Source: an optimization exercise on an open RTL-to-GDS flow (aim: a short achievable clock period and few clock cycles). Production flows keep margins and buffers that such runs may drop. Power figures rest on the tool's default switching activity, not on a simulated workload.

v6:
## cr16_core
module cr16_core #(
    parameter logic [15:0] P_RESET_VECTOR = 16'h0000
) (
    input  logic        I_CLK,
    input  logic        I_NRESET,
    input  logic        mem_ack,
    input  logic [15:0] mem_rdata,
    output logic        mem_req,
    output logic        mem_we,
    output logic [15:0] mem_addr,
    output logic [15:0] mem_wdata,
    output logic [4:0]  status_flags
);
Size in the first run: roughly 58 I/O pins, ~28,000 um2 of cells after synthesis.
Settings: LEC_CHECK=0, CAP_MARGIN=20, CORE_MARGIN=2, CORE_UTILIZATION=50, SETUP_SLACK_MARGIN=3.7, SLEW_MARGIN=20, SYNTH_HIERARCHICAL=1, SYNTH_MINIMUM_KEEP_SIZE=0; clock period 6.0 ns.
run.sh (not shown) runs the stock make flow with config.mk's settings and CLKGATE_MAP_FILE= SYNTH_SCRIPT=/design/flow/synth_recipe.tcl, a recipe that flattens the netlist after the stock synthesis.
The inputs of v7 differ from those of v6 as listed below.
--- a/flow/design.v
+++ b/flow/design.v
@@ -451,21 +451,21 @@
     logic [15:0] d_imm, d_b, d_pa, d_ga, d_gs, d_tgt;
     logic        d_imm_sel, d_sub, d_pass, d_wreg, d_wflags, d_load, d_store, d_taken;
     logic [3:0]  d_sel;
     logic [15:0] rsel_a, rsel_b;
     logic [15:0] rf_a, rf_b;
     logic [15:0] alu_result;
     logic [4:0]  alu_flags;
     logic [15:0] next_pc;
     logic [15:0] pc_inc;
     logic [16:0] inc_c;
-    logic [15:0] res;         
+    logic [15:0] res;
     logic [15:0] res_sel;     
     logic [3:0]  ld_rd;
     logic [15:0] ld_we;
     assign done = mem_req && mem_ack;
     cr16_decoder u_decoder (
         .instr(mem_rdata), .flags(status_flags),
         .rsel_a(rsel_a), .rsel_b(rsel_b), .imm_sel(d_imm_sel), .imm(d_imm),
         .sub(d_sub), .sel(d_sel), .pass(d_pass), .wreg(d_wreg), .wflags(d_wflags),
         .load(d_load), .store(d_store), .taken(d_taken)
     );
@@ -543,42 +543,42 @@
             mem_addr     <= P_RESET_VECTOR;
             mem_wdata    <= '0;
             pc           <= P_RESET_VECTOR;
             status_flags <= '0;
             ld_rd        <= '0;
             res          <= '0;
             res_sel      <= '0;
         end else begin
             exec    <= done && tx_fetch;
             ld_pend <= done && !tx_fetch && tx_load;
-            res     <= alu_result;
-            for (int i = 0; i < 16; i++) begin
-                res_sel[i] <= exec && x_wreg && iw[11:8] == 4'(i);
-            end
             if (done) begin
                 mem_req <= 1'b0;
                 pend    <= 1'b1;
             end else if (pend && !mem_ack) begin
                 mem_req <= 1'b1;
                 pend    <= 1'b0;
             end
             if (done && tx_fetch) begin
                 pc <= pc_inc;
             end
             if (done && !tx_fetch) begin
                 tx_fetch <= 1'b1;
             end
             if (exec) begin
                 pc <= next_pc;
                 if (x_wflags) begin
                     status_flags <= alu_flags;
                 end
+                res <= alu_result;
+                for (int i = 0; i < 16; i++) begin
+                    res_sel[i] <= x_wreg && iw[11:8] == 4'(i);
+                end
                 tx_fetch  <= !(x_load || x_store);
                 tx_load   <= x_load;
                 ld_rd     <= iw[11:8];
                 mem_we    <= x_store;
                 mem_addr  <= ({16{x_store}} & op_a) | ({16{x_load}} & op_b)
                              | ({16{x_jump}} & tgt) | ({16{x_next}} & pc);
                 mem_wdata <= op_b;
             end else if (!mem_req && tx_fetch) begin
                 mem_we   <= 1'b0;
                 mem_addr <= pc;
Results
Run comparison: v6 worst setup path endpoint op_ga[9]$_DFF_PN0_; v7 worst setup path endpoint op_pa[12]$_DFF_PN0_
Of the two values seen for launching instance or port of the critical path, mem_rdata[9] was produced by v7 and mem_rdata[0] by v6.
Sequential power grows by more than a quarter when moving from v6 to v7.
Path type of the worst min-delay path: register to register -> v7, input pin to asynchronous set/reset pin -> v6
Delta (v7 minus v6): power climbed 46%; amount of wire on met3 after detailed routing grew by 21%; portion of total power attributed to the clock network now sits lower; worst setup timing slack at the placement stage rose by 210 ps; final cell utilization of the core rose by 1.5 points.
Function was not checked in any run of this note: the RTL went through the layout flow alone.

========
cr16_core, a different RTL version from the one above (not shown whole).
Size in the first run: roughly 58 I/O pins, roughly 29000 um2 of cells after synthesis.
==> module cr16_alu, before the edit <==
module cr16_alu (
    input  logic        sub,
    input  logic [3:0]  sel,       
    input  logic        pass,      
    input  logic [15:0] pa,
    input  logic [15:0] ga,
    input  logic [15:0] gs,
    input  logic [15:0] b,
    output logic [15:0] result,
    output logic [4:0]  flags
);
localparam integer FLAG_C = 0;
localparam integer FLAG_L = 1;
localparam integer FLAG_F = 2;
localparam integer FLAG_Z = 3;
localparam integer FLAG_N = 4;
localparam logic [3:0] ST_FETCH      = 4'd0;
localparam logic [3:0] ST_FETCH_WAIT = 4'd1;
localparam logic [3:0] ST_DECODE     = 4'd2;
localparam logic [3:0] ST_EXEC       = 4'd3;
localparam logic [3:0] ST_MEM        = 4'd4;
localparam logic [3:0] ST_MEM_WAIT   = 4'd5;
localparam logic [3:0] COND_EQ = 4'b0000;
localparam logic [3:0] COND_NE = 4'b0001;
localparam logic [3:0] COND_CS = 4'b0010;
localparam logic [3:0] COND_CC = 4'b0011;
localparam logic [3:0] COND_FS = 4'b0100;
localparam logic [3:0] COND_FC = 4'b0101;
localparam logic [3:0] COND_LT = 4'b0110;
localparam logic [3:0] COND_LO = 4'b1000;
localparam logic [3:0] COND_GE = 4'b1011;
localparam logic [3:0] COND_HS = 4'b1101;
localparam logic [3:0] COND_UC = 4'b1110;
localparam logic [2:0] ALU_ADD  = 3'd0;
localparam logic [2:0] ALU_SUB  = 3'd1;
localparam logic [2:0] ALU_AND  = 3'd2;
localparam logic [2:0] ALU_OR   = 3'd3;
localparam logic [2:0] ALU_XOR  = 3'd4;
localparam logic [2:0] ALU_PASS = 3'd5;
localparam logic [3:0] OP_EXT   = 4'b0000;
localparam logic [3:0] OP_ADDI  = 4'b0001;
localparam logic [3:0] OP_SUBI  = 4'b0100;
localparam logic [3:0] OP_CMPI  = 4'b0101;
localparam logic [3:0] OP_ANDI  = 4'b0111;
localparam logic [3:0] OP_ORI   = 4'b1000;
localparam logic [3:0] OP_XORI  = 4'b1001;
localparam logic [3:0] OP_MOVIL = 4'b1010;
localparam logic [3:0] OP_MOVIU = 4'b1011;
localparam logic [3:0] OP_BCOND = 4'b1100;
localparam logic [3:0] OP_MEM   = 4'b1111;
localparam logic [3:0] EXT_ADD   = 4'b0000;
localparam logic [3:0] EXT_SUB   = 4'b0011;
localparam logic [3:0] EXT_CMP   = 4'b0100;
localparam logic [3:0] EXT_AND   = 4'b0110;
localparam logic [3:0] EXT_OR    = 4'b0111;
localparam logic [3:0] EXT_XOR   = 4'b1000;
localparam logic [3:0] EXT_MOV   = 4'b0001;
localparam logic [3:0] EXT_LOAD  = 4'b1010;
localparam logic [3:0] EXT_STORE = 4'b1011;
    logic [15:0] ps, ta, sum_a, sum_s;
    logic [16:0] ca, cs;
    logic        zero_a, zero_s;
    assign ps = ~pa;
    assign ta = ga | pa;
    cr16_carry u_add (.cin(1'b0), .p(pa), .g(ga), .c(ca));
    cr16_carry u_sub (.cin(1'b1), .p(ps), .g(gs), .c(cs));
    assign sum_a = pa ^ ca[15:0];
    assign sum_s = ps ^ cs[15:0];
    assign zero_a = (pa == {ta[14:0], 1'b0});
    assign zero_s = (pa == 16'd0);
    always_comb begin
        flags = '0;
        if (sub) begin
            flags[FLAG_Z] = zero_s;
            flags[FLAG_F] = cs[16] ^ cs[15];
            flags[FLAG_C] = ~cs[16];
            flags[FLAG_L] = ~cs[16];
            flags[FLAG_N] = ps[15] ^ cs[16];
        end else begin
            flags[FLAG_Z] = zero_a;
            flags[FLAG_F] = ca[16] ^ ca[15];
            flags[FLAG_C] = ca[16];
        end
    end
    assign result = ({16{sel[0] & ~sub}} & sum_a) | ({16{sel[0] & sub}} & sum_s)
                    | ({16{sel[1]}} & ga) | ({16{sel[2]}} & ta)
                    | ({16{sel[3]}} & pa) | ({16{pass}} & b);
endmodule
clock: 6.0 ns
lec_check: 0
cap_margin: 20
core_margin: 2
core_utilization: 50
setup_slack_margin: 3.7
slew_margin: 20
synth_hierarchical: 1
synth_minimum_keep_size: 0
Next try:
--- a/flow/design.v
+++ b/flow/design.v
@@ -114,8 +114,7 @@
     cr16_carry u_sub (.cin(1'b1), .p(ps), .g(gs), .c(cs));
     assign sum_a = pa ^ ca[15:0];
     assign sum_s = ps ^ cs[15:0];
-    assign zero_a = (pa == {ta[14:0], 1'b0});
-    assign zero_s = (pa == 16'd0);
+    cr16_zero u_zero (.pa(pa), .ta(ta), .zero_a(zero_a), .zero_s(zero_s));
     always_comb begin
         flags = '0;
         if (sub) begin
@@ -134,6 +133,15 @@
                     | ({16{sel[1]}} & ga) | ({16{sel[2]}} & ta)
                     | ({16{sel[3]}} & pa) | ({16{pass}} & b);
 endmodule
+module cr16_zero (
+    input  logic [15:0] pa,
+    input  logic [15:0] ta,
+    output logic        zero_a,
+    output logic        zero_s
+);
+    assign zero_a = (pa == {ta[14:0], 1'b0});
+    assign zero_s = (pa == 16'd0);
+endmodule
 module cr16_carry #(
     parameter int W = 16
 ) (
Result: The new run passed the timing, DRC and antenna checks; cell area grows by about 1.5%; synthesized cell count grows by about 0.6%; sequential share of layout area shrinks by 0.58 points; combinational power stays flat; utilization barely changes; first-iteration DRC count shrinks by 15%; final cell count grows by about 1.8%; hold slack hardly moves; power shrinks by about 1%.
No run of this note included a check of the RTL's function; only the layout flow was run.

========
cr16_core, a different RTL version from the one above (not shown whole).
For scale: roughly 2300 cells after synthesis, ~58 I/O pins, about 29000 um2 of cells after synthesis.
==> module cr16_carry, before the edit <==
module cr16_carry #(
    parameter int W = 16
) (
    input  logic         cin,
    input  logic [W-1:0] p,
    input  logic [W-1:0] g,
    output logic [W:0]   c
);
    localparam int L = $clog2(W + 1);
    logic [W:0] gg [L+1];
    logic [W:0] pp [L+1];
    assign gg[0] = {g, cin};
    assign pp[0] = {p, 1'b0};
    genvar l, k;
    generate
        for (l = 0; l < L; l++) begin : lvl
            for (k = 0; k <= W; k++) begin : pos
                if (k >= (1 << l)) begin : comb
                    assign gg[l+1][k] = gg[l][k] | (pp[l][k] & gg[l][k - (1 << l)]);
                    assign pp[l+1][k] = pp[l][k] & pp[l][k - (1 << l)];
                end else begin : pass_through
                    assign gg[l+1][k] = gg[l][k];
                    assign pp[l+1][k] = pp[l][k];
                end
            end
        end
    endgenerate
    assign c = gg[L];
endmodule
==> module cr16_branch_target, before the edit <==
module cr16_branch_target (
    input  logic [15:0] pc,
    input  logic [7:0]  imm8,
    output logic [15:0] tgt
);
    logic [15:0] p16, g16, unused;
    logic [8:0]  c, c_up, c_dn;
    logic [7:0]  p, g, hi, hi_up, hi_dn, thi, hi_c1, hi_c0;
    cr16_bit_xor u_xor (.a({8'd0, pc[7:0]}), .b({8'd0, imm8}), .y(p16));
    cr16_bit_and u_and (.a({8'd0, pc[7:0]}), .b({8'd0, imm8}), .y(g16), .yn(unused));
    assign p = p16[7:0];
    assign g = g16[7:0];
    cr16_carry #(.W(8)) u_lo (.cin(1'b1), .p(p), .g(g), .c(c));
    assign hi = pc[15:8];
    cr16_carry #(.W(8)) u_up (.cin(1'b1), .p(hi), .g(8'd0), .c(c_up));
    cr16_carry #(.W(8)) u_dn (.cin(1'b0), .p(~hi), .g(hi), .c(c_dn));
    assign hi_up = hi ^ c_up[7:0];
    assign hi_dn = ~hi ^ c_dn[7:0];
    assign hi_c1 = imm8[7] ? hi : hi_up;
    assign hi_c0 = imm8[7] ? hi_dn : hi;
    cr16_mux8 u_hi (.s(c[8]), .a(hi_c1), .b(hi_c0), .y(thi));
    assign tgt = {thi, p ^ c[7:0]};
endmodule
==> module cr16_mux8, before the edit <==
module cr16_mux8 (
    input  logic       s,
    input  logic [7:0] a,
    input  logic [7:0] b,
    output logic [7:0] y
);
    assign y = s ? a : b;
endmodule
==> flow/config.mk <==
export PLATFORM = sky130hd
export DESIGN_NAME = cr16_core
export DESIGN_NICKNAME = cr16_core
export VERILOG_FILES = /design/flow/design.v
export SDC_FILE = /design/flow/constraint.sdc
export NUM_CORES = 4
export LEC_CHECK = 0
export CAP_MARGIN = 20
export CORE_MARGIN = 2
export CORE_UTILIZATION = 50
export SETUP_SLACK_MARGIN = 3.7
export SLEW_MARGIN = 20
export SYNTH_HIERARCHICAL = 1
export SYNTH_MINIMUM_KEEP_SIZE = 0
==> flow/constraint.sdc <==
create_clock -name core_clock -period 6.0 [get_ports {I_CLK}]
set_input_delay 1.2000 -clock core_clock [delete_from_list [all_inputs] [get_ports {I_CLK}]]
set_output_delay 1.2000 -clock core_clock [all_outputs]
set_load 0.01 [all_outputs]
Next try:
--- a/flow/design.v
+++ b/flow/design.v
@@ -134,23 +134,20 @@
                     | ({16{sel[1]}} & ga) | ({16{sel[2]}} & ta)
                     | ({16{sel[3]}} & pa) | ({16{pass}} & b);
 endmodule
-module cr16_carry #(
-    parameter int W = 16
-) (
-    input  logic         cin,
-    input  logic [W-1:0] p,
-    input  logic [W-1:0] g,
-    output logic [W:0]   c
+module cr16_carry (
+    input  logic        cin,
+    input  logic [15:0] p,
+    input  logic [15:0] g,
+    output logic [16:0] c
 );
-    localparam int L = $clog2(W + 1);
-    logic [W:0] gg [L+1];
-    logic [W:0] pp [L+1];
+    logic [16:0] gg [6];
+    logic [16:0] pp [6];
     assign gg[0] = {g, cin};
     assign pp[0] = {p, 1'b0};
     genvar l, k;
     generate
-        for (l = 0; l < L; l++) begin : lvl
-            for (k = 0; k <= W; k++) begin : pos
+        for (l = 0; l < 5; l++) begin : lvl
+            for (k = 0; k < 17; k++) begin : pos
                 if (k >= (1 << l)) begin : comb
                     assign gg[l+1][k] = gg[l][k] | (pp[l][k] & gg[l][k - (1 << l)]);
                     assign pp[l+1][k] = pp[l][k] & pp[l][k - (1 << l)];
@@ -161,7 +158,7 @@
             end
         end
     endgenerate
-    assign c = gg[L];
+    assign c = gg[5];
 endmodule
 module cr16_decoder (
     input  logic [15:0] instr,
@@ -363,31 +360,13 @@
     input  logic [7:0]  imm8,
     output logic [15:0] tgt
 );
-    logic [15:0] p16, g16, unused;
-    logic [8:0]  c, c_up, c_dn;
-    logic [7:0]  p, g, hi, hi_up, hi_dn, thi, hi_c1, hi_c0;
-    cr16_bit_xor u_xor (.a({8'd0, pc[7:0]}), .b({8'd0, imm8}), .y(p16));
-    cr16_bit_and u_and (.a({8'd0, pc[7:0]}), .b({8'd0, imm8}), .y(g16), .yn(unused));
-    assign p = p16[7:0];
-    assign g = g16[7:0];
-    cr16_carry #(.W(8)) u_lo (.cin(1'b1), .p(p), .g(g), .c(c));
-    assign hi = pc[15:8];
-    cr16_carry #(.W(8)) u_up (.cin(1'b1), .p(hi), .g(8'd0), .c(c_up));
-    cr16_carry #(.W(8)) u_dn (.cin(1'b0), .p(~hi), .g(hi), .c(c_dn));
-    assign hi_up = hi ^ c_up[7:0];
-    assign hi_dn = ~hi ^ c_dn[7:0];
-    assign hi_c1 = imm8[7] ? hi : hi_up;
-    assign hi_c0 = imm8[7] ? hi_dn : hi;
-    cr16_mux8 u_hi (.s(c[8]), .a(hi_c1), .b(hi_c0), .y(thi));
-    assign tgt = {thi, p ^ c[7:0]};
-endmodule
-module cr16_mux8 (
-    input  logic       s,
-    input  logic [7:0] a,
-    input  logic [7:0] b,
-    output logic [7:0] y
-);
-    assign y = s ? a : b;
+    logic [15:0] disp, p, g, unused;
+    logic [16:0] c;
+    assign disp = {{8{imm8[7]}}, imm8};
+    cr16_bit_xor u_xor (.a(pc), .b(disp), .y(p));
+    cr16_bit_and u_and (.a(pc), .b(disp), .y(g), .yn(unused));
+    cr16_carry u_carry (.cin(1'b1), .p(p), .g(g), .c(c));
+    assign tgt = p ^ c[15:0];
 endmodule
 module cr16_operands (
     input  logic [15:0] rf_a,
Effect: The new run ran to the end with no violations. Worst hold slack hardly moves. Global-route usage drops by 0.66 points. Total power fell by 4.2%. Wire length came out lower by 1.2%. Count of clock-buffer cells in the layout increases by 2. Setup slack got worse by 0.086 ns. Cell count drops by 0.84%. Non-clock buffer count goes up by 30. Synthesized area decreases by 1.2%. First-iteration DRC count drops by 10%. Critical path depth fell by 1.
No functional check of the RTL was part of any run of this note.

## port drivers added, routing unchanged
The results above use ideal ports. As a check the final layouts listed here were re-extracted and re-timed, cells and wires unchanged.
Step 1, drivers: a clkbuf_16 drives I_CLK and a buf_2 each remaining input, both assumed.
Step 2 also shifts input and output timing later by t, the mid clock arrival at the registers, as if the neighbouring blocks saw the same clock.
Three values: ideal ports, drivers, drivers and shift; two values: the first two.
run | shift t [ns] | slack for setup (ns) | worst register clock-pin slew, ns | worst data-port slew with drivers (ns) | pins driven straight from the clock port
v6 | 0.682 | 3.378 / 3.352 / 2.670 | 0.06 / 0.06 | 0.15 | 1
v7 | 0.673 | 3.317 / 3.313 / 2.640 | 0.06 / 0.06 | 0.12 | 1
the first run of note 2 | 0.677 | 3.586 / 3.522 / 2.886 | 0.06 / 0.06 | 0.26 | 1
the second run of note 2 | 0.695 | 3.521 / 3.456 / 2.877 | 0.06 / 0.06 | 0.20 | 1
the first run of note 3 | 0.681 | 3.548 / 3.421 / 2.740 | 0.06 / 0.06 | 0.29 | 1
the second run of note 3 | 0.681 | 3.462 / 3.350 / 2.669 | 0.06 / 0.06 | 0.28 | 1
After both steps every run listed still meets setup and hold. The setup slack of the first run of note 3, which loses most, moves by -0.127 ns with the drivers and by -0.808 ns with both steps.
